Source: an optimization exercise on an open RTL-to-GDS flow (aim: small area and a short achievable clock period). Production flows keep margins and buffers that such runs may drop.
The RTL was checked by simulation tests, not by an equivalence proof against the original design.
Power and IR drop assume default switching activity.

[flow/design.v]
package flow_switch_pkg;
	typedef struct packed {
		logic [1:0] dest;
		logic [3:0] payload;
	} word_fields_t;
	typedef union packed {
		logic [6-1:0] raw;
		word_fields_t       fields;
	} word_u;
	typedef struct packed {
		logic full;
		logic empty;
		logic almost_full;
		logic almost_empty;
		logic error;
	} fifo_status_t;
	typedef struct packed {
		logic               psel;
		logic               penable;
		logic               pwrite;
		logic [4-1:0] paddr;
		logic [8-1:0] pwdata;
	} apb_req_t;
	typedef struct packed {
		logic [8-1:0] prdata;
		logic               pready;
		logic               pslverr;
	} apb_rsp_t;
	typedef struct packed {
		logic [5-1:0] af;
		logic [5-1:0] ae;
	} thresh_t;
endpackage
`timescale 1ns/1ps
module fifo16 (
	input  logic               clk,
	input  logic               reset_L,
	input  logic               i_wr,
	input  logic [6-1:0] i_wr_data,
	input  logic               i_rd,
	output logic [6-1:0] o_head,
	output logic               o_hv,
	output logic               o_overrun
);
	logic [6-1:0] head;
	logic [6-1:0] body [16-1];
	logic [6-1:0] body_head;
	logic               hv;
	logic [7:0]         bcnt;
	logic [15:0]        bsel;
	logic               overrun;
	logic               b_empty;
	logic               full;
	logic               wr_ok;
	always_comb begin
		bsel[0] = !bcnt[7] && !bcnt[0];
		bsel[8] =  bcnt[7] &&  bcnt[0];
		for (int k = 1; k < 8; k++) begin
			bsel[k]     =  bcnt[k-1] && !bcnt[k];
			bsel[k + 8] = !bcnt[k-1] &&  bcnt[k];
		end
	end
	assign b_empty = bsel[0];
	assign full    = hv && bsel[15];
	assign wr_ok = i_wr && (!full || i_rd);
	always_ff @(posedge clk) begin
		if (wr_ok && hv) begin
			body[0] <= i_wr_data;
			for (int k = 1; k < 16-1; k++)
				body[k] <= body[k-1];
		end
	end
	always_comb begin
		body_head = '0;
		for (int k = 1; k < 16; k++)
			body_head = body_head | ({6{bsel[k]}} & body[k-1]);
	end
	always_ff @(posedge clk) begin
		if (i_rd && !b_empty)
			head <= body_head;
		else if (wr_ok && (!hv || i_rd))
			head <= i_wr_data;
	end
	always_ff @(posedge clk) begin
		if (!reset_L) begin
			hv      <= 1'b0;
			bcnt    <= 8'd0;
			overrun <= 1'b0;
		end else begin
			hv <= wr_ok || (hv && !(i_rd && b_empty));
			if (wr_ok && hv && !i_rd)
				bcnt <= {bcnt[6:0], !bcnt[7]};
			else if (i_rd && !b_empty && !wr_ok)
				bcnt <= {!bcnt[0], bcnt[7:1]};
			if (i_wr)
				overrun <= !wr_ok;
		end
	end
	assign o_head    = head;
	assign o_hv      = hv;
	assign o_overrun = overrun;
endmodule
`timescale 1ns/1ps
module vc_arbiter (
	input  logic                            clk,
	input  logic                            reset_L,
	input  logic                            i_enable,
	input  logic [4-1:0]              i_in_valid,
	input  logic [4-1:0][6-1:0] i_in_head,
	input  logic [4-1:0]              i_out_af,
	output logic [4-1:0]              o_in_pop,
	output logic [4-1:0]              o_out_wr,
	output logic [3:0]                      o_out_data
);
	logic [4-1:0] eligible;
	logic [4-1:0] last_q;
	logic [4-1:0] grant;
	logic               grant_vld;
	logic [4-1:0] xfer_wr_d;
	logic [3:0]         xfer_pl_d;
	logic [4-1:0] xfer_wr_q;
	logic [3:0]         xfer_pl_q;
	always_comb begin
		for (int i = 0; i < 4; i++)
			eligible[i] = i_enable && i_in_valid[i] &&
				!i_out_af[i_in_head[i][6-1 -: 2]];
	end
	always_comb begin
		for (int i = 0; i < 4; i++) begin
			logic [1:0] p1, p2, p3;
			p1 = 2'(i + 1);
			p2 = 2'(i + 2);
			p3 = 2'(i + 3);
			grant[i] = eligible[i] && (
				last_q[p3] ||
				(last_q[p2] && !eligible[p3]) ||
				(last_q[p1] && !eligible[p2] && !eligible[p3]) ||
				(last_q[i]  && !eligible[p1] && !eligible[p2] && !eligible[p3]));
		end
	end
	assign grant_vld = |eligible;
	always_comb begin
		xfer_wr_d = '0;
		xfer_pl_d = '0;
		for (int i = 0; i < 4; i++) begin
			if (grant[i]) begin
				xfer_wr_d[i_in_head[i][6-1 -: 2]] = 1'b1;
				xfer_pl_d = xfer_pl_d | i_in_head[i][3:0];
			end
		end
	end
	assign o_in_pop = grant;
	always_ff @(posedge clk) begin
		if (!reset_L) begin
			last_q    <= 4'b1000;
			xfer_wr_q <= '0;
		end else begin
			xfer_wr_q <= xfer_wr_d;
			if (grant_vld)
				last_q <= grant;
		end
	end
	always_ff @(posedge clk)
		xfer_pl_q <= xfer_pl_d;
	assign o_out_wr   = xfer_wr_q;
	assign o_out_data = xfer_pl_q;
endmodule
`timescale 1ns/1ps
module flow_ctrl_regs (
	input  logic               clk,
	input  logic               reset_L,
	input  logic               i_psel,
	input  logic               i_penable,
	input  logic               i_pwrite,
	input  logic [3:0]         i_paddr,
	input  logic [7:0]         i_pwdata,
	output logic [7:0]         o_prdata,
	output logic               o_pready,
	output logic               o_pslverr,
	input  logic [4-1:0] i_in_empty,
	input  logic [4-1:0] i_in_error,
	input  logic [4-1:0] i_out_empty,
	input  logic [4-1:0] i_out_error,
	output logic               o_enable,
	output logic [3:0]         o_af,
	output logic               o_af_wr,
	output logic [3:0]         o_af_wdata
);
	logic       enable_q;
	logic [3:0] af_q;
	logic [3:0] ae_q;
	logic [7:0] err_q;
	logic [7:0] err_clr;
	logic [7:0] rd_mux;
	logic       wr_en;
	logic       thr_wr;
	logic [3:0] af_wr;
	assign wr_en = i_psel && i_penable && i_pwrite;
	assign thr_wr = wr_en && i_paddr == 4'h4;
	assign af_wr  = (i_pwdata[3:0] == 4'd0) ? 4'd1 : i_pwdata[3:0];
	assign err_clr = (wr_en && i_paddr == 4'hC) ? i_pwdata : '0;
	always_ff @(posedge clk) begin
		if (!reset_L) begin
			enable_q <= 1'b0;
			af_q     <= 4'd15;
			ae_q     <= 4'd1;
			err_q    <= '0;
		end else begin
			if (wr_en && i_paddr == 4'h0)
				enable_q <= i_pwdata[0];
			if (thr_wr) begin
				af_q <= af_wr;
				ae_q <= i_pwdata[7:4];
			end
			err_q <= (err_q & ~err_clr) | {i_out_error, i_in_error};
		end
	end
	always_comb begin
		case (i_paddr)
			4'h0:    rd_mux = {7'd0, enable_q};
			4'h4:    rd_mux = {ae_q, af_q};
			4'h8:    rd_mux = {i_in_empty, i_out_empty};
			4'hC:    rd_mux = err_q;
			default: rd_mux = '0;
		endcase
	end
	assign o_prdata  = (i_psel && !i_pwrite) ? rd_mux : '0;
	assign o_pready  = 1'b1;
	assign o_pslverr = i_psel && i_penable && (i_paddr[1:0] != 2'b00);
	assign o_enable = enable_q;
	assign o_af      = af_q;
	assign o_af_wr    = thr_wr;
	assign o_af_wdata = af_wr;
endmodule
`timescale 1ns/1ps
module flow_switch_top (
	input  logic                        clk,
	input  logic                        reset_L,
	input  logic                        i_psel,
	input  logic                        i_penable,
	input  logic                        i_pwrite,
	input  logic [4-1:0]          i_paddr,
	input  logic [8-1:0]          i_pwdata,
	output logic [8-1:0]          o_prdata,
	output logic                        o_pready,
	output logic                        o_pslverr,
	input  logic [4-1:0]          i_push,
	input  logic [4*6-1:0]  i_in_data,
	input  logic [4-1:0]          i_pop,
	output logic [4*6-1:0]  o_out_data,
	output logic [4-1:0]          o_out_empty
);
	logic [4-1:0]              in_empty;
	logic [4-1:0]              in_error;
	logic [4-1:0][6-1:0] in_head;
	logic [4-1:0]              in_pop;
	logic [4-1:0]              out_empty;
	logic [4-1:0]              out_af;
	logic [4-1:0]              out_error;
	logic [4-1:0]              out_wr;
	logic [3:0]                      xfer_data;
	logic                            enable;
	logic [3:0]                      af;
	logic                            af_wr;
	logic [3:0]                      af_wdata;
	for (genvar g = 0; g < 4; g++) begin : g_ch
		logic [3:0] out_head;
		logic       in_hv;
		fifo16 u_in_fifo (
			.clk        (clk),
			.reset_L    (reset_L),
			.i_wr       (i_push[g]),
			.i_wr_data  (i_in_data[g*6 +: 6]),
			.i_rd       (in_pop[g]),
			.o_head     (in_head[g]),
			.o_hv       (in_hv),
			.o_overrun  (in_error[g])
		);
		fifo16_out u_out_fifo (
			.clk        (clk),
			.reset_L    (reset_L),
			.i_wr       (out_wr[g]),
			.i_wr_data  (xfer_data),
			.i_rd       (i_pop[g]),
			.i_af       (af),
			.i_af_wr    (af_wr),
			.i_af_wdata (af_wdata),
			.o_head     (out_head),
			.o_empty    (out_empty[g]),
			.o_af       (out_af[g]),
			.o_underrun (out_error[g])
		);
		assign in_empty[g] = !in_hv;
		assign o_out_data[g*6 +: 6] = i_pop[g] ? {2'(g), out_head} : '0;
		assign o_out_empty[g] = out_empty[g];
	end
	vc_arbiter u_arbiter (
		.clk        (clk),
		.reset_L    (reset_L),
		.i_enable   (enable),
		.i_in_valid (~in_empty),
		.i_in_head  (in_head),
		.i_out_af   (out_af),
		.o_in_pop   (in_pop),
		.o_out_wr   (out_wr),
		.o_out_data (xfer_data)
	);
	flow_ctrl_regs u_regs (
		.clk         (clk),
		.reset_L     (reset_L),
		.i_psel      (i_psel),
		.i_penable   (i_penable),
		.i_pwrite    (i_pwrite),
		.i_paddr     (i_paddr),
		.i_pwdata    (i_pwdata),
		.o_prdata    (o_prdata),
		.o_pready    (o_pready),
		.o_pslverr   (o_pslverr),
		.i_in_empty  (in_empty),
		.i_in_error  (in_error),
		.i_out_empty (out_empty),
		.i_out_error (out_error),
		.o_enable    (enable),
		.o_af        (af),
		.o_af_wr     (af_wr),
		.o_af_wdata  (af_wdata)
	);
endmodule
module fifo16_out (
	input  logic       clk,
	input  logic       reset_L,
	input  logic       i_wr,
	input  logic [3:0] i_wr_data,
	input  logic       i_rd,
	input  logic [3:0] i_af,
	input  logic       i_af_wr,
	input  logic [3:0] i_af_wdata,
	output logic [3:0] o_head,
	output logic       o_empty,
	output logic       o_af,
	output logic       o_underrun
);
	logic [3:0] head;
	logic [3:0] body [16-1];
	logic [4:0] fill;
	logic [4:0] fill_next;
	logic [3:0] bidx;
	logic       empty;
	logic       af;
	logic       underrun;
	logic       b_empty;
	logic       rd_ok;
	logic       up;
	logic       dn;
	logic       af_up;
	logic       af_hold;
	logic       af_dn;
	assign b_empty = (fill[4:1] == 4'd0);
	assign rd_ok   = i_rd && !empty;
	assign up      = i_wr && !rd_ok;
	assign dn      = rd_ok && !i_wr;
	assign bidx    = 4'(fill - 5'd2);
	always_ff @(posedge clk) begin
		if (i_wr && !empty) begin
			body[0] <= i_wr_data;
			for (int k = 1; k < 16-1; k++)
				body[k] <= body[k-1];
		end
	end
	always_ff @(posedge clk) begin
		if (rd_ok && !b_empty)
			head <= body[bidx];
		else if (i_wr && (empty || rd_ok))
			head <= i_wr_data;
	end
	assign fill_next = up ? fill + 5'd1 : dn ? fill - 5'd1 : fill;
	assign af_up   = ({1'b0, fill} + 6'd1 >= {2'b0, i_af});
	assign af_hold = (fill >= {1'b0, i_af});
	assign af_dn   = (fill > {1'b0, i_af});
	always_ff @(posedge clk) begin
		if (!reset_L) begin
			fill     <= 5'd0;
			empty    <= 1'b1;
			af       <= 1'b0;
			underrun <= 1'b0;
		end else begin
			fill  <= fill_next;
			empty <= (fill_next == 5'd0);
			if (i_af_wr)
				af <= (fill_next >= {1'b0, i_af_wdata});
			else
				af <= up ? af_up : dn ? af_dn : af_hold;
			if (i_rd)
				underrun <= empty;
		end
	end
	assign o_head     = head;
	assign o_empty    = empty;
	assign o_af       = af;
	assign o_underrun = underrun;
endmodule
[flow/flow/run.sh]
#!/bin/bash
# Standard synthesis, then the combinational logic re-mapped by ABC with a
# delay target (registers untouched), then the standard layout steps.
set -euo pipefail
W=$(pwd)
R=$W/orfs/results/$FLOW_PLATFORM/flow_switch_top/base
LIB=$FLOW_HOME/platforms/sky130hd/lib/sky130_fd_sc_hd__tt_025C_1v80.lib
DELAY=${REMAP_DELAY_PS:-2000}
bash standard.sh synth > $W/synth.log 2>&1
cp $R/1_2_yosys.v $W/std_synth.v
sed -e "s|@LIB@|$LIB|g" -e "s|@IN@|$W/std_synth.v|g" -e "s|@OUT@|$W/remap.v|g" \
    -e "s|@DELAY@|$DELAY|g" flow/remap.ys.in > $W/remap.ys
yosys -s $W/remap.ys > $W/remap.log 2>&1
cp $W/remap.v $R/1_2_yosys.v
rm -f $R/1_synth.odb $R/1_synth.sdc
bash standard.sh finish > $W/finish.log 2>&1
[flow/flow/remap.ys.in]
# Re-map the combinational logic of the standard synthesis, delay first.
# Registers stay the instances the standard synthesis made.
read_liberty -ignore_miss_func @LIB@
read_verilog @IN@
hierarchy -top flow_switch_top
setattr -mod -set keep_hierarchy 1 sky130_fd_sc_hd__dfbbn_1 sky130_fd_sc_hd__dfbbn_2 sky130_fd_sc_hd__dfbbp_1 sky130_fd_sc_hd__dfrbp_1 sky130_fd_sc_hd__dfrbp_2 sky130_fd_sc_hd__dfrtn_1 sky130_fd_sc_hd__dfrtp_1 sky130_fd_sc_hd__dfrtp_2 sky130_fd_sc_hd__dfrtp_4 sky130_fd_sc_hd__dfsbp_1 sky130_fd_sc_hd__dfsbp_2 sky130_fd_sc_hd__dfstp_1 sky130_fd_sc_hd__dfstp_2 sky130_fd_sc_hd__dfstp_4 sky130_fd_sc_hd__dfxbp_1 sky130_fd_sc_hd__dfxbp_2 sky130_fd_sc_hd__dfxtp_1 sky130_fd_sc_hd__dfxtp_2 sky130_fd_sc_hd__dfxtp_4 sky130_fd_sc_hd__dlclkp_1 sky130_fd_sc_hd__dlclkp_2 sky130_fd_sc_hd__dlclkp_4 sky130_fd_sc_hd__dlrbn_1 sky130_fd_sc_hd__dlrbn_2 sky130_fd_sc_hd__dlrbp_1 sky130_fd_sc_hd__dlrbp_2 sky130_fd_sc_hd__dlrtn_1 sky130_fd_sc_hd__dlrtn_2 sky130_fd_sc_hd__dlrtn_4 sky130_fd_sc_hd__dlrtp_1 sky130_fd_sc_hd__dlrtp_2 sky130_fd_sc_hd__dlrtp_4 sky130_fd_sc_hd__dlxbn_1 sky130_fd_sc_hd__dlxbn_2 sky130_fd_sc_hd__dlxbp_1 sky130_fd_sc_hd__dlxtn_1 sky130_fd_sc_hd__dlxtn_2 sky130_fd_sc_hd__dlxtn_4 sky130_fd_sc_hd__dlxtp_1 sky130_fd_sc_hd__edfxbp_1 sky130_fd_sc_hd__edfxtp_1 sky130_fd_sc_hd__lpflow_inputisolatch_1 sky130_fd_sc_hd__sdfbbn_1 sky130_fd_sc_hd__sdfbbn_2 sky130_fd_sc_hd__sdfbbp_1 sky130_fd_sc_hd__sdfrbp_1 sky130_fd_sc_hd__sdfrbp_2 sky130_fd_sc_hd__sdfrtn_1 sky130_fd_sc_hd__sdfrtp_1 sky130_fd_sc_hd__sdfrtp_2 sky130_fd_sc_hd__sdfrtp_4 sky130_fd_sc_hd__sdfsbp_1 sky130_fd_sc_hd__sdfsbp_2 sky130_fd_sc_hd__sdfstp_1 sky130_fd_sc_hd__sdfstp_2 sky130_fd_sc_hd__sdfstp_4 sky130_fd_sc_hd__sdfxbp_1 sky130_fd_sc_hd__sdfxbp_2 sky130_fd_sc_hd__sdfxtp_1 sky130_fd_sc_hd__sdfxtp_2 sky130_fd_sc_hd__sdfxtp_4 sky130_fd_sc_hd__sdlclkp_1 sky130_fd_sc_hd__sdlclkp_2 sky130_fd_sc_hd__sdlclkp_4 sky130_fd_sc_hd__sedfxbp_1 sky130_fd_sc_hd__sedfxbp_2 sky130_fd_sc_hd__sedfxtp_1 sky130_fd_sc_hd__sedfxtp_2 sky130_fd_sc_hd__sedfxtp_4
setattr -set keep 1 t:sky130_fd_sc_hd__df* t:sky130_fd_sc_hd__edf* t:sky130_fd_sc_hd__sdf* t:sky130_fd_sc_hd__dl*
flatten
opt_clean
abc -D @DELAY@ -liberty @LIB@ -dont_use sky130_fd_sc_hd__probe_p_8 -dont_use sky130_fd_sc_hd__probec_p_8 -dont_use sky130_fd_sc_hd__lpflow_bleeder_1 -dont_use sky130_fd_sc_hd__lpflow_clkbufkapwr_1 -dont_use sky130_fd_sc_hd__lpflow_clkbufkapwr_16 -dont_use sky130_fd_sc_hd__lpflow_clkbufkapwr_2 -dont_use sky130_fd_sc_hd__lpflow_clkbufkapwr_4 -dont_use sky130_fd_sc_hd__lpflow_clkbufkapwr_8 -dont_use sky130_fd_sc_hd__lpflow_clkinvkapwr_1 -dont_use sky130_fd_sc_hd__lpflow_clkinvkapwr_16 -dont_use sky130_fd_sc_hd__lpflow_clkinvkapwr_2 -dont_use sky130_fd_sc_hd__lpflow_clkinvkapwr_4 -dont_use sky130_fd_sc_hd__lpflow_clkinvkapwr_8 -dont_use sky130_fd_sc_hd__lpflow_decapkapwr_12 -dont_use sky130_fd_sc_hd__lpflow_decapkapwr_3 -dont_use sky130_fd_sc_hd__lpflow_decapkapwr_4 -dont_use sky130_fd_sc_hd__lpflow_decapkapwr_6 -dont_use sky130_fd_sc_hd__lpflow_decapkapwr_8 -dont_use sky130_fd_sc_hd__lpflow_inputiso0n_1 -dont_use sky130_fd_sc_hd__lpflow_inputiso0p_1 -dont_use sky130_fd_sc_hd__lpflow_inputiso1n_1 -dont_use sky130_fd_sc_hd__lpflow_inputiso1p_1 -dont_use sky130_fd_sc_hd__lpflow_inputisolatch_1 -dont_use sky130_fd_sc_hd__lpflow_isobufsrc_1 -dont_use sky130_fd_sc_hd__lpflow_isobufsrc_16 -dont_use sky130_fd_sc_hd__lpflow_isobufsrc_2 -dont_use sky130_fd_sc_hd__lpflow_isobufsrc_4 -dont_use sky130_fd_sc_hd__lpflow_isobufsrc_8 -dont_use sky130_fd_sc_hd__lpflow_isobufsrckapwr_16 -dont_use sky130_fd_sc_hd__lpflow_lsbuf_lh_hl_isowell_tap_1 -dont_use sky130_fd_sc_hd__lpflow_lsbuf_lh_hl_isowell_tap_2 -dont_use sky130_fd_sc_hd__lpflow_lsbuf_lh_hl_isowell_tap_4 -dont_use sky130_fd_sc_hd__lpflow_lsbuf_lh_isowell_4 -dont_use sky130_fd_sc_hd__lpflow_lsbuf_lh_isowell_tap_1 -dont_use sky130_fd_sc_hd__lpflow_lsbuf_lh_isowell_tap_2 -dont_use sky130_fd_sc_hd__lpflow_lsbuf_lh_isowell_tap_4 -dont_use sky130_fd_sc_hd__fill_1 -dont_use sky130_fd_sc_hd__fill_2 -dont_use sky130_fd_sc_hd__fill_4 -dont_use sky130_fd_sc_hd__fill_8 
opt_clean -purge
splitnets
opt_clean -purge
hilomap -singleton -hicell sky130_fd_sc_hd__conb_1 HI -locell sky130_fd_sc_hd__conb_1 LO
insbuf -buf sky130_fd_sc_hd__buf_4 A X
rename -hide w:* i:* o:* %u %d
select flow_switch_top
stat -liberty @LIB@
write_verilog -noattr -nohex -nodec -selected @OUT@
[flow/standard.sh]
#!/bin/bash
# synth_recipe.tcl (not shown) runs the flow's synth.tcl, then flattens the netlist and writes it again
# the make line also repeats each setting of config.mk as NAME=value (left out here)
make -C /OpenROAD-flow-scripts/flow DESIGN_CONFIG=/design/flow/config.mk WORK_HOME=/design/flow/orfs CLKGATE_MAP_FILE= SYNTH_SCRIPT=/design/flow/synth_recipe.tcl "${@:-finish}"
[flow/config.mk]
export PLATFORM = sky130hd
export DESIGN_NAME = flow_switch_top
export DESIGN_NICKNAME = flow_switch_top
export VERILOG_FILES = /design/flow/design.v
export SDC_FILE = /design/flow/constraint.sdc
export NUM_CORES = 4
export LEC_CHECK = 0
export CAP_MARGIN = 20
export CORE_MARGIN = 2
export CORE_UTILIZATION = 45
export PLACE_DENSITY = 0.6
export SETUP_SLACK_MARGIN = 2.2
export SLEW_MARGIN = 20
[flow/constraint.sdc]
create_clock -name core_clock -period 5.0 [get_ports {clk}]
set_input_delay 1.0000 -clock core_clock [delete_from_list [all_inputs] [get_ports {clk}]]
set_output_delay 1.0000 -clock core_clock [all_outputs]
set_load 0.01 [all_outputs]
==> results.cfg, run 1 <==
[status]
status = finished clean

[critical_path]
cp_slowest_cell = or2_4
crit_cells = 6
cp_slowest_stage_delay_ps = 280
worst_r2r_path_depth = 8
worstSetupStartpointType = primary input
reg2reg_to = g_ch[0].u_in_fifo.bcnt[2]
critPathCaptureType = output port
crit_buf_inv = 2
critPathLaunch = i_paddr[0]
path_class = primary input to output port
critPathRequiredTime_ps = 4000
rr_startpoint = g_ch[3].u_in_fifo.head[4]
crit_fanout = 3
crit_end = o_prdata[2]
critPathTopFamily = simple AND/OR/NAND/NOR gates
cp.arrival_ps = 1840
path_cells = buf_6 -> nor2_4 -> nand3b_1 -> or2_4 -> nor3_2 -> buf_2
worst-r2r-setup-slack_ps = 2240

[layout]
utilization_pct = 53.5
diodes = 0
fin_nets = 2286
final_cell_mix = edfxtp_1 (640), nor2_1 (172), a21oi_1 (137), nand2_1 (129), a22oi_1 (97)
drive_gt1_share_pct = 11.6
syn2layout_area_growth_pct = 17.9
final_common_cell = edfxtp_1
final_area_mm2 = 0.0343
finalNonFillerCells = 3156

[sta]
max_slew_margin_pct = 31.5
finClkSkew_ps = 27.5
hold_viol = 0
final-setup-viol-count = 0
rsz0062_at_grt = true
fmax_mhz = 352
worst_pin_slew_ps = 1030
period_minus_slack_ps = 2840
final_max_slew_viol_count = 0
fin_crit_sh_pct = 56.8
setup_tns_ps = 0

[synthesis]
synth.cell_area_mm2 = 0.0291
syn_area_per_cell_um2 = 14.2
synthesis.instances = 2042
ys_warn_count = 6

[detailed_routing]
wl_per_cell_um = 22.8
num_vias = 19100
drt_iter0_markers = 2429
drt-vias-per-instance = 6.06
routed_wl_um = 71900
ant_nets = 0
drtPass1Iterations = 8
drc = 0

[floorplan]
ios = 87
coreArea_mm2 = 0.0641
rows = 93
dieArea_mm2 = 0.0666
die_h_um = 258
die_w_um = 258
start_util_pct = 45.3

[global_route]
overflow = 0
grt_start_max_net_pins = 91
grt_pass1_vias = 18500
antenna_found_initial = 2
grt_use_total_pct = 21.2
grt_first_pass_wirelength_um = 110000

[placement]
io_buffers = 81
place.gp.congestion = 0.897
dp_hpwl_um = 45400
dp_cells = 2990
place_area_mm2 = 0.0312

[run]
cap_viol_max_count = 0

[clock_tree]
tritoncts = built
cts_root_buf = clkbuf_16
clkSlewWorstSetupHoldPaths_ps = 60
cts_buffer_depth = 3
insertion_delay_ps = 620
htree_levels = 3
hold_buffers = 0
clock_sinks = 741
numCtsBuffers = 77

[worst_hold_path]
min_path_type = register to register

[power_and_ir_drop]
p_leak_nw = 11.1
power_density_mw_per_mm2 = 448
ir_drop_uv = 226
-- worst reg2reg max path: cells and delay by family, from the launching register on --
family	cells	cell delay (ps)
AO/OA/AOI/OAI	4	740
flip-flops	1	480
AND/OR/NAND/NOR	4	1420
-- per-layer routing --
| layer | up-vias | GRT usage [%] | share of wire [%] |
|---|---|---|---|
| met5 | - | 0 | 0.036 |
| met4 | 4 | 5.86 | 2.3 |
| met3 | 129 | 4.19 | 6.9 |
| met2 | 768 | 33.2 | 47 |
| met1 | 9549 | 30.2 | 44 |
| li1 | 8674 | - | - |
-- worst min path at each step --
| stage | depth (start not counted) | startpoint | end |
|---|---|---|---|
| 2_1_floorplan | 2 | g_ch[3].u_in_fifo.head[0] | u_arbiter.xfer_pl_q[0] |
| 3_3_place_gp | 2 | g_ch[2].u_in_fifo.head[3] | u_arbiter.xfer_pl_q[3] |
| 3_5_place_dp | 0 | g_ch[0].u_out_fifo.body[3][1] | g_ch[0].u_out_fifo.body[4][1] |
| 4_1_cts | 0 | g_ch[3].u_in_fifo.body[12][3] | g_ch[3].u_in_fifo.body[13][3] |
| 5_1_grt | 0 | g_ch[2].u_in_fifo.body[12][1] | g_ch[2].u_in_fifo.body[13][1] |
| 6_report | 0 | g_ch[3].u_in_fifo.body[12][3] | g_ch[3].u_in_fifo.body[13][3] |
-- state kept, by name, summed over array words and instances, names as in the netlist, 8 cells and up --
| name | count |
|---|---|
| g_ch.u_out_fifo.fill | 20 |
| g_ch.u_in_fifo.head | 24 |
| g_ch.u_in_fifo.bcnt | 32 |
| g_ch.u_out_fifo.body | 240 |
| g_ch.u_out_fifo.head | 16 |
| u_regs.err_q | 8 |
| g_ch.u_in_fifo.body | 360 |
-- where the power goes --
part           internal (W)  leakage [nW]  switching, W
combinational      0.000825          3.16       0.00135
sequential          0.00696          6.68      0.000375
clock               0.00345          1.27       0.00238
total                0.0112          11.1       0.00411
-- metrics by stage --
stage	power (W)	hold WS (ps)	setup slack, ps
floorplan	0.00876	408	1500
global placement	0.00951	426	1220
detailed placement	0.00953	432	1140
CTS	0.0154	430	2080
global route	0.0159	448	2090
finish	0.0154	427	2160
-- final cells by class --
cell class / instances / area [µm²]
Sequential cell: 741 / 21300
Multi-Input combinational cell: 1245 / 8010
Inverter: 46 / 173
Fill cell: 5275 / 29800
Tap cell: 855 / 1070
Clock inverter: 46 / 465
Timing Repair Buffer: 126 / 1190
Clock buffer: 97 / 2100
-- what timing repair did --
item / 4_1_cts / 5_1_grt
setup endpoints to repair: 459 / 447
pin swaps: 6 / 12
endpoints found under the hold margin: 0 / 0
cloned: 1 / 3
resized for setup: 145 / 71
setup buffers: 6 / 13
==> inputs of run 2 (changes only) <==
--- a/flow/config.mk
+++ b/flow/config.mk
@@ -10,4 +10,7 @@
 export CORE_UTILIZATION = 45
+export CTS_BUF_LIST = sky130_fd_sc_hd__clkbuf_8
+export CTS_CLUSTER_DIAMETER = 50
+export CTS_CLUSTER_SIZE = 16
 export PLACE_DENSITY = 0.6
-export SETUP_SLACK_MARGIN = 2.2
+export SETUP_SLACK_MARGIN = 2.5
 export SLEW_MARGIN = 20
==> run 2 against run 1 <==
Against the previous run:
- critical path depth stayed put
- largest power group unchanged
- clock power is 26% lower
- cell count is 4.8% higher
- critical path type unchanged
- flip-flop and latch count stayed put
- die area stayed put
- clock-buffer cell count is 15 lower
- first-iteration DRC count is 11% lower
- core utilization is 3.7 points higher
- highest routed layer unchanged
- area after synthesis stayed put
==> results.cfg, run 2 <==
[status]
status = finished clean

[sta]
rsz0062_at_grt = true
fmax_mhz = 348
finalWorstSetupSlack_ps = 2120
setup_tns_ps = 0
worst_pin_slew_ps = 1050
period_minus_slack_ps = 2880
fin_crit_sh_pct = 57.5
hold_viol = 0
finClkSkew_ps = 58.5
max_slew_margin_pct = 29.7
final_max_slew_viol_count = 0
final-setup-viol-count = 0

[critical_path]
path_cells = buf_6 -> nor2_4 -> nand3b_1 -> or2_4 -> nor3_2 -> buf_2
worst_r2r_path_depth = 11
cp_slowest_cell = or2_4
rr_startpoint = g_ch[0].u_in_fifo.head[4]
worstSetupStartpointType = primary input
crit_buf_inv = 2
reg2reg_to = g_ch[1].u_in_fifo.body[1][3]
path_class = primary input to output port
critPathRequiredTime_ps = 4000
cp.arrival_ps = 1880
crit_fanout = 3
cp_slowest_stage_delay_ps = 280
critPathCaptureType = output port
worst-r2r-setup-slack_ps = 2210
critPathTopFamily = simple AND/OR/NAND/NOR gates

[power_and_ir_drop]
pwr-share-seq_pct = 51.8
intPower_w = 0.00984
power_density_mw_per_mm2 = 388
p_switching_w = 0.00436
ir_drop_uv = 259
p_leak_nw = 12.0
clkPwrFrac_pct = 30.6
combPwrFrac_pct = 17.6
p_sw_share_pct = 30.7

[layout]
utilization_pct = 57.1
final_common_cell = edfxtp_1
top_register = g_ch.u_in_fifo.body
drive_gt1_share_pct = 23.6
syn2layout_area_growth_pct = 26.0
largestRegisters = g_ch.u_in_fifo.body (360), g_ch.u_out_fifo.body (240), g_ch.u_in_fifo.bcnt (32)
final_cell_mix = edfxtp_1 (640), nor2_1 (142), nand2_1 (126), a21oi_1 (114), a22oi_1 (94)
fin_nets = 2433
largest_register_ffs = 360

[clock_tree]
numCtsBuffers = 79
cts_root_buf = clkbuf_8
insertion_delay_ps = 720
cts_buffer_depth = 3
tritoncts = built
htree_levels = 3
clkSlewWorstSetupHoldPaths_ps = 90
clock_sinks = 741

[placement]
io_buffers = 81
place.gp.congestion = 0.874
dp_hpwl_um = 45600
place_ws_ps = 1120

[synthesis]
synth.cell_area_mm2 = 0.0291
synthesis.instances = 2042
syn_area_per_cell_um2 = 14.2
ys_warn_count = 6

[detailed_routing]
drtPass1Iterations = 7
num_vias = 20200
wl_per_cell_um = 23.8
drt_iter0_markers = 2172
drt-vias-per-instance = 6.10
routed_wl_um = 78800
ant_nets = 0
drc = 0

[worst_hold_path]
min_to = g_ch[0].u_in_fifo.body[7][0]
hold_start = g_ch[0].u_in_fifo.body[6][0]
min_path_type = register to register
min_path_cells = 0

[global_route]
overflow = 0
antenna_found_initial = 6
grt_first_pass_wirelength_um = 115000
grt_start_max_net_pins = 61
grt_use_total_pct = 22.2
grt_pass1_vias = 19500

[floorplan]
ios = 87
dieArea_mm2 = 0.0666
coreArea_mm2 = 0.0641
rows = 93
die_h_um = 258
start_util_pct = 45.3
die_w_um = 258

[run]
cap_viol_max_count = 0
## run 2: metal layers
layer / vias up / track usage, % / wire length, µm
met5: - / 0 / 40
met4: 6 / 8.37 / 2520
met3: 180 / 4.33 / 5620
met2: 896 / 34.8 / 37100
met1: 10100 / 30.8 / 33500
li1: 8986 / - / -
## run 2: cell type report
cell class / instances / area [µm²]
flip-flops and latches: 741 / 21300
diodes: 3 / 7.51
inverters: 46 / 185
repair buffers: 267 / 3480
well taps: 855 / 1070
clock buffers: 82 / 1130
fillers: 5009 / 27500
clock inverters: 64 / 606
multi-input cells: 1249 / 8860
## run 2: through the flow
| step | cells | hold WS (ps) | total power [W] | cell area, µm² |
|---|---|---|---|---|
| detailed placement | 2987 | 427 | 0.00955 | 31300 |
| global placement | 2987 | 427 | 0.00952 | 31300 |
| floorplan | 2045 | 408 | 0.00878 | 29300 |
| finish | 3307 | 415 | 0.0142 | 36600 |
| CTS | 3226 | 430 | 0.0140 | 34800 |
| global route | 3307 | 439 | 0.0147 | 36600 |
## run 2: worst max-delay path by stage
stage                                         start                            to  slack [ps]  cells after the start
after floorplan           g_ch[0].u_in_fifo.head[5]  g_ch[0].u_in_fifo.body[0][0]        1500                      6
after global placement                   i_paddr[0]                   o_prdata[1]        1170                      6
after detailed placement                 i_paddr[0]                   o_prdata[1]        1120                      6
after CTS                                i_paddr[1]                   o_prdata[1]        2150                      6
after global routing                     i_paddr[1]                   o_prdata[1]        2090                      6
final                                    i_paddr[1]                   o_prdata[1]        2120                      6
## run 2: power groups by stage
| stage | Clock [W] | Combinational [W] | Sequential (W) |
|---|---|---|---|
| after floorplan | 0 | 0.00149 | 0.00729 |
| after global placement | 0 | 0.00208 | 0.00743 |
| after detailed placement | 0 | 0.00211 | 0.00744 |
| after CTS | 0.00440 | 0.00231 | 0.00733 |
| after global routing | 0.00463 | 0.00271 | 0.00739 |
| final | 0.00434 | 0.00250 | 0.00736 |
## run 2: repair_timing
action                                  in CTS  in global routing
resized for setup                          350                190
setup buffers                               68                 46
gates cloned                                25                 32
endpoints found under the setup margin     504                482
hold endpoints to repair                     0                  0
pin swaps                                   44                 57
hold buffers                                 0                  0
==> inputs of run 3 (changes only) <==
--- a/flow/flow/run.sh
+++ b/flow/flow/run.sh
@@ -15,2 +15,2 @@
 rm -f $R/1_synth.odb $R/1_synth.sdc
-bash standard.sh finish > $W/finish.log 2>&1
+bash standard.sh MATCH_CELL_FOOTPRINT=0 finish > $W/finish.log 2>&1
==> run 3 against run 2 <==
Against the previous run:
- still clean on timing, DRC and antenna
- sequential share of layout area increased by 1.4 points
- non-clock buffer count decreased by 43
- flip-flop and latch count unchanged
- area after synthesis unchanged
- critical endpoint unchanged
- critical path type unchanged
- critical path depth unchanged
==> results.cfg, run 3 <==
[worst_hold_path]
min_path_type = register to register

[detailed_routing]
drc = 0
num_vias = 19800
wl_per_cell_um = 23.7
drtPass1Iterations = 7
routed_wl_um = 76900
wl_met3_um = 5620
wl_met1_um = 33000
wl_met2_um = 36100
top_layer_used = met5
drt-vias-per-instance = 6.10
ant_nets = 0
drt_iter0_markers = 2373

[sta]
holdWs_ps = 441
fmax_mhz = 354
rsz0062_at_grt = true
setup_tns_ps = 0
finClkSkew_ps = 34.4
worst_pin_slew_ps = 965
final_max_slew_viol_count = 0
period_minus_slack_ps = 2830
final-setup-viol-count = 0
hold_viol = 0
max_slew_margin_pct = 35.2
fin_crit_sh_pct = 56.6

[critical_path]
path_cells = buf_6 -> nor2_4 -> nand3b_1 -> or2_4 -> nor3_4 -> buf_2
critPathTopFamily = simple AND/OR/NAND/NOR gates
cp_slowest_stage_delay_ps = 280
crit_buf_inv = 2
worst-r2r-setup-slack_ps = 2380
cp.arrival_ps = 1830
crit_fanout = 3
path_class = primary input to output port
critPathCaptureType = output port
cp_slowest_cell = or2_4
worstSetupStartpointType = primary input
critPathRequiredTime_ps = 4000

[floorplan]
ios = 87
die_w_um = 258
coreArea_mm2 = 0.0641
dieArea_mm2 = 0.0666
start_util_pct = 45.3
die_h_um = 258
rows = 93

[layout]
final_cell_mix = edfxtp_1 (640), nor2_1 (146), nand2_1 (127), a21oi_1 (122), a22oi_1 (95)
fin_nets = 2387
syn2layout_area_growth_pct = 23.0
largestRegisters = g_ch.u_in_fifo.body (360), g_ch.u_out_fifo.body (240), g_ch.u_in_fifo.bcnt (32)
largest_register_ffs = 360
top_register = g_ch.u_in_fifo.body
n_fill_cell = 5142
drive_gt1_share_pct = 20.0
final_common_cell = edfxtp_1

[clock_tree]
tritoncts = built
clkSlewWorstSetupHoldPaths_ps = 100
clock_sinks = 741
insertion_delay_ps = 690
numCtsBuffers = 74
htree_levels = 3
cts_buffer_depth = 3
hold_buffers = 0
cts_root_buf = clkbuf_8

[power_and_ir_drop]
ir_drop_uv = 244
power_density_mw_per_mm2 = 389
p_leak_nw = 11.8

[global_route]
grt_first_pass_wirelength_um = 113000
grt_pass1_vias = 19100
overflow = 0
antenna_found_initial = 5
grt_start_max_net_pins = 61
grt_use_total_pct = 21.8

[synthesis]
synth.cell_area_mm2 = 0.0291
ys_warn_count = 6
syn_area_per_cell_um2 = 14.2
synthesis.instances = 2042

[status]
status = finished clean

[placement]
place.gp.congestion = 0.873
io_buffers = 81
dp_hpwl_um = 45500

[run]
cap_viol_max_count = 0
## run 3: what timing repair did
item                       4_1_cts  5_1_grt
buffers inserted                41       32
resized for setup              259      167
gates cloned                    19       38
pin swaps                       39       56
setup endpoints to repair      506      468
## run 3: metal layers
metal / vias up / GRT usage, %
met3: 164 / 4.01
li1: 8872 / -
met5: - / 0
met2: 876 / 34.1
met4: 6 / 6.70
met1: 9900 / 31.0
## run 3: cell type report
cell class,instances,area (µm²),area share (%)
antenna,2,5.00,0.0140
clock buffer,74,1020,2.85
clock inverter,57,574,1.61
inverter,46,180,0.504
multi-input combinational,1251,8710,24.4
sequential,741,21300,59.6
tap,855,1070,2.99
timing repair buffer,224,2890,8.10
## run 3: final timing paths
check                                                     end  depth (start not counted)                     startpoint
worst max register to register  g_ch[0].u_in_fifo.body[13][4]                          9      g_ch[3].u_in_fifo.head[5]
worst max-delay path                              o_prdata[1]                          6                     i_paddr[1]
worst min-delay path            g_ch[3].u_out_fifo.body[2][3]                          0  g_ch[3].u_out_fifo.body[1][3]
worst min register to register  g_ch[3].u_out_fifo.body[2][3]                          0  g_ch[3].u_out_fifo.body[1][3]
## run 3: stage by stage
stage          instances  instance area, µm²  setup slack [ps]  util, %  power (W)
3_5_place_dp        2987               31300              1110     48.8    0.00956
6_report            3250               35700              2170     55.8     0.0139
5_1_grt             3250               35700              2100     55.8     0.0145
3_3_place_gp        2987               31300              1160     48.8    0.00953
2_1_floorplan       2045               29300              1500        -    0.00878
4_1_cts             3178               34100              2130     53.3     0.0138
## run 3: report_power, final
| group | internal (W) | total (W) | switching, W | leakage [nW] |
|---|---|---|---|---|
| Combinational | 0.000993 | 0.00245 | 0.00146 | 4.31 |
| Sequential | 0.00696 | 0.00735 | 0.000395 | 6.68 |
| Clock | 0.00176 | 0.00409 | 0.00233 | 0.821 |
| Total | 0.00971 | 0.0139 | 0.00418 | 11.8 |
==> inputs of run 4 (changes only) <==
--- a/flow/config.mk
+++ b/flow/config.mk
@@ -14,3 +14,3 @@
 export PLACE_DENSITY = 0.6
-export SETUP_SLACK_MARGIN = 2.5
+export SETUP_SLACK_MARGIN = 2.2
 export SLEW_MARGIN = 20
==> run 4 against run 3 <==
Against the previous run:
- critical endpoint is now o_prdata[2]
- clock-buffer cell count up 9
- sequential power about the same
- clock skew up 19 ps
- die area unchanged
- still clean
- wire length down 6.1%
- area after synthesis unchanged
- setup slack worse by 19 ps
==> results.cfg, run 4 <==
[worst_hold_path]
min_path_type = register to register
hold_start = g_ch[2].u_in_fifo.body[3][2]
min_to = g_ch[2].u_in_fifo.body[4][2]
min_path_cells = 0

[clock_tree]
numCtsBuffers = 77
cts_root_buf = clkbuf_8
insertion_delay_ps = 710
clkSlewWorstSetupHoldPaths_ps = 100
clock_sinks = 741
cts_buffer_depth = 3
tritoncts = built
hold_buffers = 0
htree_levels = 3

[layout]
fin_nets = 2292
top_register = g_ch.u_in_fifo.body
final_cell_mix = edfxtp_1 (640), nor2_1 (169), a21oi_1 (137), nand2_1 (129), a22oi_1 (96)
largestRegisters = g_ch.u_in_fifo.body (360), g_ch.u_out_fifo.body (240), g_ch.u_in_fifo.bcnt (32)
largest_register_ffs = 360
drive_gt1_share_pct = 12.7
syn2layout_area_growth_pct = 15.7
final_common_cell = edfxtp_1

[floorplan]
die_w_um = 258
rows = 93
die_h_um = 258
ios = 87
coreArea_mm2 = 0.0641
dieArea_mm2 = 0.0666
start_util_pct = 45.3

[sta]
period_minus_slack_ps = 2850
max_slew_margin_pct = 34.9
finalWorstSetupSlack_ps = 2150
final_max_slew_viol_count = 0
setup_tns_ps = 0
fmax_mhz = 351
fin_crit_sh_pct = 56.9
worst_pin_slew_ps = 974
hold_viol = 0
rsz0062_at_grt = true
finClkSkew_ps = 53.5
final-setup-viol-count = 0

[detailed_routing]
drt_iter0_markers = 2125
drtPass1Iterations = 8
routed_wl_um = 72200
ant_nets = 0
num_vias = 19100
wl_per_cell_um = 22.8
drt-vias-per-instance = 6.04
drc = 0

[critical_path]
critPathCaptureType = output port
reg2reg_to = g_ch[1].u_in_fifo.head[0]
cp.arrival_ps = 1850
crit_fanout = 3
rr_startpoint = g_ch[3].u_in_fifo.head[4]
worst_r2r_path_depth = 10
path_class = primary input to output port
worstSetupStartpointType = primary input
worst-r2r-setup-slack_ps = 2220
critPathRequiredTime_ps = 4000

[global_route]
grt_use_total_pct = 21.1
antenna_found_initial = 3
grt_first_pass_wirelength_um = 110000
grt_start_max_net_pins = 91
overflow = 0
grt_pass1_vias = 18500

[power_and_ir_drop]
ir_drop_uv = 285
p_leak_nw = 11.0
power_density_mw_per_mm2 = 411
total_power_w = 0.0138

[placement]
place.gp.congestion = 0.897
place_ws_ps = 1140
io_buffers = 81
dp_hpwl_um = 45400

[synthesis]
synthesis.instances = 2042
syn_area_per_cell_um2 = 14.2
ys_warn_count = 6
synth.cell_area_mm2 = 0.0291

[status]
status = finished clean

[run]
cap_viol_max_count = 0
## run 4: cell count changes in the layout (fill, tap and decap cells not counted), sizes merged, moves of 3 or more
cell / before / now
buf: 131 / 63
clkbuf: 110 / 89
clkdlybuf4s50: 33 / 43
clkinv: 62 / 70
clkinvlp: 11 / 4
dlymetal6s2s: 24 / 19
inv: 25 / 28
## run 4: layout make-up
cell class	instances	area, µm²
multi-input cells	1246	8060
clock inverters	60	578
fillers	5352	30500
flip-flops and latches	741	21300
clock buffers	83	1140
inverters	46	173
diodes	1	2.50
well taps	855	1070
repair buffers	131	1350
## run 4: worst max-delay path: stages
cell,delay [ps]
buf_6,90
nor2_4,100
nand3b_1,100
or2_4,280
nor3_2,110
buf_2,160
## run 4: worst max-delay path by stage
stage	startpoint	end	slack (ps)	cells past startpoint
6_report	i_paddr[0]	o_prdata[2]	2150	6
5_1_grt	i_paddr[0]	o_prdata[2]	2070	6
4_1_cts	g_ch[0].u_in_fifo.head[5]	g_ch[0].u_in_fifo.body[1][2]	2070	7
3_5_place_dp	i_paddr[2]	o_prdata[4]	1140	5
3_3_place_gp	i_paddr[0]	o_prdata[1]	1220	6
2_1_floorplan	g_ch[0].u_in_fifo.head[5]	g_ch[0].u_in_fifo.body[0][0]	1500	6
## run 4: where the power goes
part	switching, W	internal (W)
logic	0.00137	0.000848
clock network	0.00239	0.00188
registers	0.000366	0.00695
## run 4: timing repair
action | 4_1_cts | 5_1_grt
pin swaps | 6 | 14
setup endpoints to repair | 459 | 447
gates cloned | 0 | 7
resized for setup | 131 | 85
buffers inserted | 9 | 13
## run 4: per-layer routing
metal	GRT usage [%]	part of all wire [%]
met1	30.1	43
met2	33.1	47
met3	4.01	7.6
met5	0	0.036
met4	6.04	2.2
## run 4: through the flow
stage | hold WS (ps) | util (%) | cells | instance area, µm²
after floorplan | 408 | - | 2045 | 29200
after global placement | 426 | 48.7 | 2990 | 31200
after detailed placement | 432 | 48.7 | 2990 | 31200
after CTS | 438 | 51.8 | 3142 | 33200
after global routing | 439 | 52.5 | 3163 | 33600
final | 441 | 52.5 | 3163 | 33600
==> inputs of run 5 (changes only) <==
--- a/flow/flow/run.sh
+++ b/flow/flow/run.sh
@@ -15,2 +15,2 @@
 rm -f $R/1_synth.odb $R/1_synth.sdc
-bash standard.sh MATCH_CELL_FOOTPRINT=0 finish > $W/finish.log 2>&1
+bash standard.sh MATCH_CELL_FOOTPRINT=0 'BUFFER_PORTS_ARGS=-buffer_cell sky130_fd_sc_hd__buf_2' finish > $W/finish.log 2>&1
==> run 5 against run 4 <==
Against the previous run:
- setup slack worse by 17 ps
- area after synthesis unchanged
- clock skew down 17 ps
- sequential share of layout area up 1.1 points
- wire length down 0.34%
- sequential power about the same
- total power about the same
- die area unchanged
- via count up 0.10%
- critical endpoint unchanged
==> results.cfg, run 5 <==
[sta]
final-setup-viol-count = 0
max_slew_margin_pct = 33.8
final_max_slew_viol_count = 0
finClkSkew_ps = 36.6
worst_pin_slew_ps = 991
fin_crit_sh_pct = 57.3
rsz0062_at_grt = true
period_minus_slack_ps = 2860
setup_tns_ps = 0
fmax_mhz = 349
hold_viol = 0

[clock_tree]
hold_buffers = 0
insertion_delay_ps = 700
cts_root_buf = clkbuf_8
cts_buffer_depth = 3
clkSlewWorstSetupHoldPaths_ps = 90
tritoncts = built
htree_levels = 3
numCtsBuffers = 75
clock_sinks = 741

[detailed_routing]
drt-vias-per-instance = 6.09
wl_per_cell_um = 22.9
routed_wl_um = 72000
num_vias = 19100
drc = 0
drtPass1Iterations = 9
drt_iter0_markers = 2079
ant_nets = 0

[critical_path]
crit_buf_inv = 2
critPathRequiredTime_ps = 4000
cp.arrival_ps = 1860
critPathCaptureType = output port
worst_r2r_path_depth = 8
worstSetupStartpointType = primary input
cp_slowest_stage_delay_ps = 270
path_class = primary input to output port
crit_fanout = 3
crit_cells = 6
path_cells = buf_6 -> nor2_4 -> nand3b_1 -> or2_4 -> nor3_2 -> buf_2
cp_slowest_cell = or2_4
critPathTopFamily = simple AND/OR/NAND/NOR gates

[floorplan]
die_h_um = 258
start_util_pct = 45.3
coreArea_mm2 = 0.0641
dieArea_mm2 = 0.0666
rows = 93
ios = 87
die_w_um = 258

[global_route]
grt_use_total_pct = 21.1
grt_first_pass_wirelength_um = 110000
grt_start_max_net_pins = 91
antenna_found_initial = 5
overflow = 0
grt_pass1_vias = 18500

[placement]
place.gp.congestion = 0.857
io_buffers = 81
dp_hpwl_um = 46500

[power_and_ir_drop]
combPwrFrac_pct = 15.6
ir_drop_uv = 317
p_sw_share_pct = 29.5
clkPwrFrac_pct = 31.4
p_leak_nw = 10.6
pwr-share-seq_pct = 53.0
p_switching_w = 0.00408
power_density_mw_per_mm2 = 418
intPower_w = 0.00973

[synthesis]
syn_area_per_cell_um2 = 14.2
synthesis.instances = 2042
ys_warn_count = 6
synth.cell_area_mm2 = 0.0291

[layout]
drive_gt1_share_pct = 14.3
final_cell_mix = edfxtp_1 (640), nor2_1 (168), a21oi_1 (136), nand2_1 (130), a22oi_1 (97)
top_register = g_ch.u_in_fifo.body
largest_register_ffs = 360
fin_nets = 2273
n_fill_cell = 5429
largestRegisters = g_ch.u_in_fifo.body (360), g_ch.u_out_fifo.body (240), g_ch.u_in_fifo.bcnt (32)
syn2layout_area_growth_pct = 13.7
final_common_cell = edfxtp_1
utilization_pct = 51.5

[worst_hold_path]
min_path_cells = 0
min_path_type = register to register

[status]
status = finished clean

[run]
cap_viol_max_count = 0
## run 5: final timing paths
| kind | start | endpoint | slack, ps |
|---|---|---|---|
| setup / recovery | i_paddr[1] | o_prdata[2] | 2140 |
| hold / removal | g_ch[0].u_in_fifo.body[1][2] | g_ch[0].u_in_fifo.body[2][2] | 440 |
| setup reg to reg | g_ch[1].u_out_fifo.fill[1] | g_ch[1].u_out_fifo.head[3] | 2320 |
| hold reg to reg | g_ch[0].u_in_fifo.body[1][2] | g_ch[0].u_in_fifo.body[2][2] | 440 |
## run 5: final cells by class
cell class              count  area [µm²]  area share [%]
flip-flops and latches    741       21300            64.3
multi-input cells        1246        8060            24.4
clock buffers              78        1070            3.25
well taps                 855        1070            3.24
repair buffers            114         763            2.31
clock inverters            59         646            1.95
inverters                  46         173           0.523
diodes                      2        5.00          0.0151
## run 5: metrics by stage
stage | total power, W | setup WS [ps] | area, µm² | instances | hold slack, ps
floorplan | 0.00876 | 1500 | 29200 | 2045 | 408
CTS | 0.0139 | 2120 | 32800 | 3136 | 439
global route | 0.0144 | 2060 | 33000 | 3141 | 453
finish | 0.0138 | 2140 | 33000 | 3141 | 442
global placement | 0.00950 | 1680 | 30800 | 2992 | 426
detailed placement | 0.00951 | 1630 | 30800 | 2992 | 433
## run 5: routing by layer
| layer | up-vias | part of all wire [%] | GRT usage [%] |
|---|---|---|---|
| li1 | 8621 | - | - |
| met1 | 9549 | 43 | 30.2 |
| met2 | 820 | 46 | 33.0 |
| met3 | 125 | 8.1 | 4.15 |
| met4 | 6 | 2.2 | 5.86 |
| met5 | - | 0.061 | 0 |
## run 5: what timing repair did
action / 4_1_cts / 5_1_grt
pin swaps: 10 / 4
gates resized for setup: 51 / 53
gates cloned: 1 / 2
endpoints found under the setup margin: 403 / 356
setup buffers: 6 / 1
## run 5: worst register-to-register path, cell delays in order (launching register included)
cell      delay (ps)
dfxtp_1          690
nor2b_2          490
buf_4            250
nor2_1            70
nor3_1           460
o21ai_0          170
o21ai_0          120
a221oi_1         120
a21oi_1          180
## run 5: power by group through the flow
stage	Clock [W]	Sequential [W]	Combinational (W)
after global placement	0	0.00743	0.00207
after floorplan	0	0.00729	0.00148
after global routing	0.00466	0.00735	0.00238
after detailed placement	0	0.00744	0.00208
after CTS	0.00444	0.00730	0.00211
final	0.00433	0.00731	0.00216
==> inputs of run 6 (changes only) <==
--- a/flow/flow/run.sh
+++ b/flow/flow/run.sh
@@ -15,2 +15,2 @@
 rm -f $R/1_synth.odb $R/1_synth.sdc
-bash standard.sh MATCH_CELL_FOOTPRINT=0 'BUFFER_PORTS_ARGS=-buffer_cell sky130_fd_sc_hd__buf_2' finish > $W/finish.log 2>&1
+bash standard.sh finish > $W/finish.log 2>&1
==> run 6 against run 5 <==
Against the previous run:
- still clean
- flip-flop and latch count is the same
- cell count grew 0.76%
- core utilization grew 0.86 points
- maximum frequency is essentially flat
- clock skew grew 11 ps
- first-iteration DRC count grew 11%
- area after synthesis is the same
- global-route usage is essentially flat
- worst hold slack gained 2.1 ps
- wire length is essentially flat
- clock-buffer cell count grew 5
- critical path type unchanged
- critical endpoint is now o_prdata[5]
- largest cell class unchanged
- highest routed layer unchanged
==> results.cfg, run 6 <==
[sta]
max_slew_margin_pct = 34.5
fmax_mhz = 349
period_minus_slack_ps = 2860
finClkSkew_ps = 47.7
hold_viol = 0
final_max_slew_viol_count = 0
rsz0062_at_grt = true
fin_crit_sh_pct = 57.3
final-setup-viol-count = 0
worst_pin_slew_ps = 980
setup_tns_ps = 0

[critical_path]
critPathTopFamily = buffers and inverters
crit_buf_inv = 3
cp.arrival_ps = 1860
crit_fanout = 7
worstSetupStartpointType = primary input
path_cells = buf_12 -> nor2b_4 -> buf_6 -> a221oi_2 -> nor2_1 -> buf_2
cp_slowest_stage_delay_ps = 260
path_class = primary input to output port
critPathCaptureType = output port
cp_slowest_cell = a221oi_2
critPathRequiredTime_ps = 4000

[detailed_routing]
ant_nets = 0
wl_per_cell_um = 22.7
routed_wl_um = 72000
drt-vias-per-instance = 6.03
drtPass1Iterations = 8
num_vias = 19100
drc = 0
drt_iter0_markers = 2298

[power_and_ir_drop]
power_density_mw_per_mm2 = 411
ir_drop_uv = 286
p_leak_nw = 10.8

[global_route]
grt_pass1_vias = 18500
grt_start_max_net_pins = 91
overflow = 0
grt_use_total_pct = 21.1
antenna_found_initial = 3
grt_first_pass_wirelength_um = 110000

[layout]
seqCellArea_mm2 = 0.0213
drive_gt1_share_pct = 12.6
syn2layout_area_growth_pct = 15.6
final_area_mm2 = 0.0336
largest_register_ffs = 360
final_common_cell = edfxtp_1
fin_nets = 2294
largestRegisters = g_ch.u_in_fifo.body (360), g_ch.u_out_fifo.body (240), g_ch.u_in_fifo.bcnt (32)
final_cell_mix = edfxtp_1 (640), nor2_1 (170), a21oi_1 (138), nand2_1 (129), a22oi_1 (97)
n_fill_cell = 5354
multiInputGateArea_mm2 = 0.00803
top_register = g_ch.u_in_fifo.body

[floorplan]
die_h_um = 258
ios = 87
rows = 93
coreArea_mm2 = 0.0641
die_w_um = 258
start_util_pct = 45.3
dieArea_mm2 = 0.0666

[run]
cap_viol_max_count = 0

[status]
status = finished clean

[synthesis]
synthesis.instances = 2042
ys_warn_count = 6
syn_area_per_cell_um2 = 14.2
synth.cell_area_mm2 = 0.0291

[clock_tree]
cts_root_buf = clkbuf_8
clkSlewWorstSetupHoldPaths_ps = 90
htree_levels = 3
clock_sinks = 741
insertion_delay_ps = 700
cts_buffer_depth = 3
tritoncts = built
numCtsBuffers = 77

[placement]
place.gp.congestion = 0.897
dp_hpwl_um = 45400
place_area_mm2 = 0.0312
io_buffers = 81

[worst_hold_path]
min_path_type = register to register
==> run 6: cell types whose count changed in the layout (fill, tap and decap cells not counted), sizes merged, moves of 2 or more <==
cell	previous run	this run
buf	112	68
clkdlybuf4s50	0	44
dlymetal6s2s	0	2
dlygate4sd2	0	15
clkbuf	80	88
clkinvlp	11	4
bufinv	8	4
clkinv	59	70
==> run 6: metrics by stage <==
stage	instances	total power, W	setup slack [ps]	utilization [%]	hold slack (ps)
finish	3165	0.0138	2140	52.4	444
global route	3165	0.0144	2090	52.4	439
CTS	3142	0.0138	2030	51.7	438
detailed placement	2990	0.00953	1140	48.7	432
global placement	2990	0.00951	1220	48.7	426
floorplan	2045	0.00876	1500	-	408
==> run 6: report_power, final <==
| part | total [W] | switching, W | internal [W] |
|---|---|---|---|
| Sequential | 0.00732 | 0.000367 | 0.00695 |
| Combinational | 0.00221 | 0.00137 | 0.000846 |
| Clock | 0.00427 | 0.00238 | 0.00188 |
| Total | 0.0138 | 0.00412 | 0.00968 |
==> run 6: timing repair <==
item	CTS	global route
hold buffers	0	0
resized for setup	159	73
setup buffers	8	17
pin swaps	6	17
gates cloned	1	5
setup endpoints to repair	459	447
==> run 6: routing by layer <==
metal	track usage, %	up-vias	share of wire [%]
met3	4.01	148	7.4
met4	6.13	4	2.3
met1	30.0	9459	44
met2	33.1	808	47
met5	0	-	0.036
li1	-	8669	-
==> run 6: final timing paths <==
kind / slack (ps) / to / startpoint / cells after the start
max: 2140 / o_prdata[5] / i_paddr[2] / 6
min: 440 / g_ch[0].u_in_fifo.body[2][2] / g_ch[0].u_in_fifo.body[1][2] / 0
max reg2reg: 2220 / g_ch[1].u_in_fifo.head[0] / g_ch[3].u_in_fifo.head[4] / 10
min reg2reg: 440 / g_ch[0].u_in_fifo.body[2][2] / g_ch[0].u_in_fifo.body[1][2] / 0
==> run 6: cell type report <==
cell class / count / share of cell area [%]
multi-input combinational: 1245 / 23.9
antenna: 1 / 0.00745
sequential: 741 / 63.3
clock inverter: 60 / 1.72
inverter: 46 / 0.514
clock buffer: 83 / 3.40
timing repair buffer: 134 / 3.97
tap: 855 / 3.18
==> run 6: worst register-to-register path: stages, from the launching register on <==
cell and delay [ps]:
edfxtp_1 490, nor2b_1 190, a22o_1 290, or4_4 470, o211ai_1 170, a21o_2 350
nor2_1 80, buf_4 190, nor2_1 130, a21oi_2 40, buf_4 170

## port drivers added, routing unchanged
In the flow no input, the clock included, has a driving cell. The finished layouts below were timed again as built, in two steps.
Step 1: set_driving_cell puts a clkbuf_16 on clk and a buf_2 on each other input, an assumption about the parent block.
Step 2 moves the port delays by t, midway between the first and last clock arrival at a register: inputs arrive t later, outputs are due t later. That takes back most of the time a late clock gives input paths.
Slacks: ideal / step 1 / step 2; pairs: ideal / step 1.
run	shift t [ns]	slack for setup (ns)	worst setup path after step 2	worst register clock-pin slew, ns
run 1	0.674	2.162 / 2.126 / 1.650	input to register	0.07 / 0.07
run 2	0.754	2.125 / 2.092 / 1.765	input to register	0.11 / 0.11
run 3	0.734	2.172 / 2.140 / 1.957	input to register	0.11 / 0.11
run 4	0.743	2.153 / 2.117 / 1.600	input to register	0.10 / 0.10
run 5	0.744	2.136 / 2.098 / 1.810	input to register	0.11 / 0.11
run 6	0.736	2.137 / 2.081 / 1.578	input to register	0.11 / 0.11
After both steps setup and hold are still met in every run listed. For run 6, which loses most, drivers alone change the setup slack by -0.056 ns; drivers and shift together by -0.559 ns.
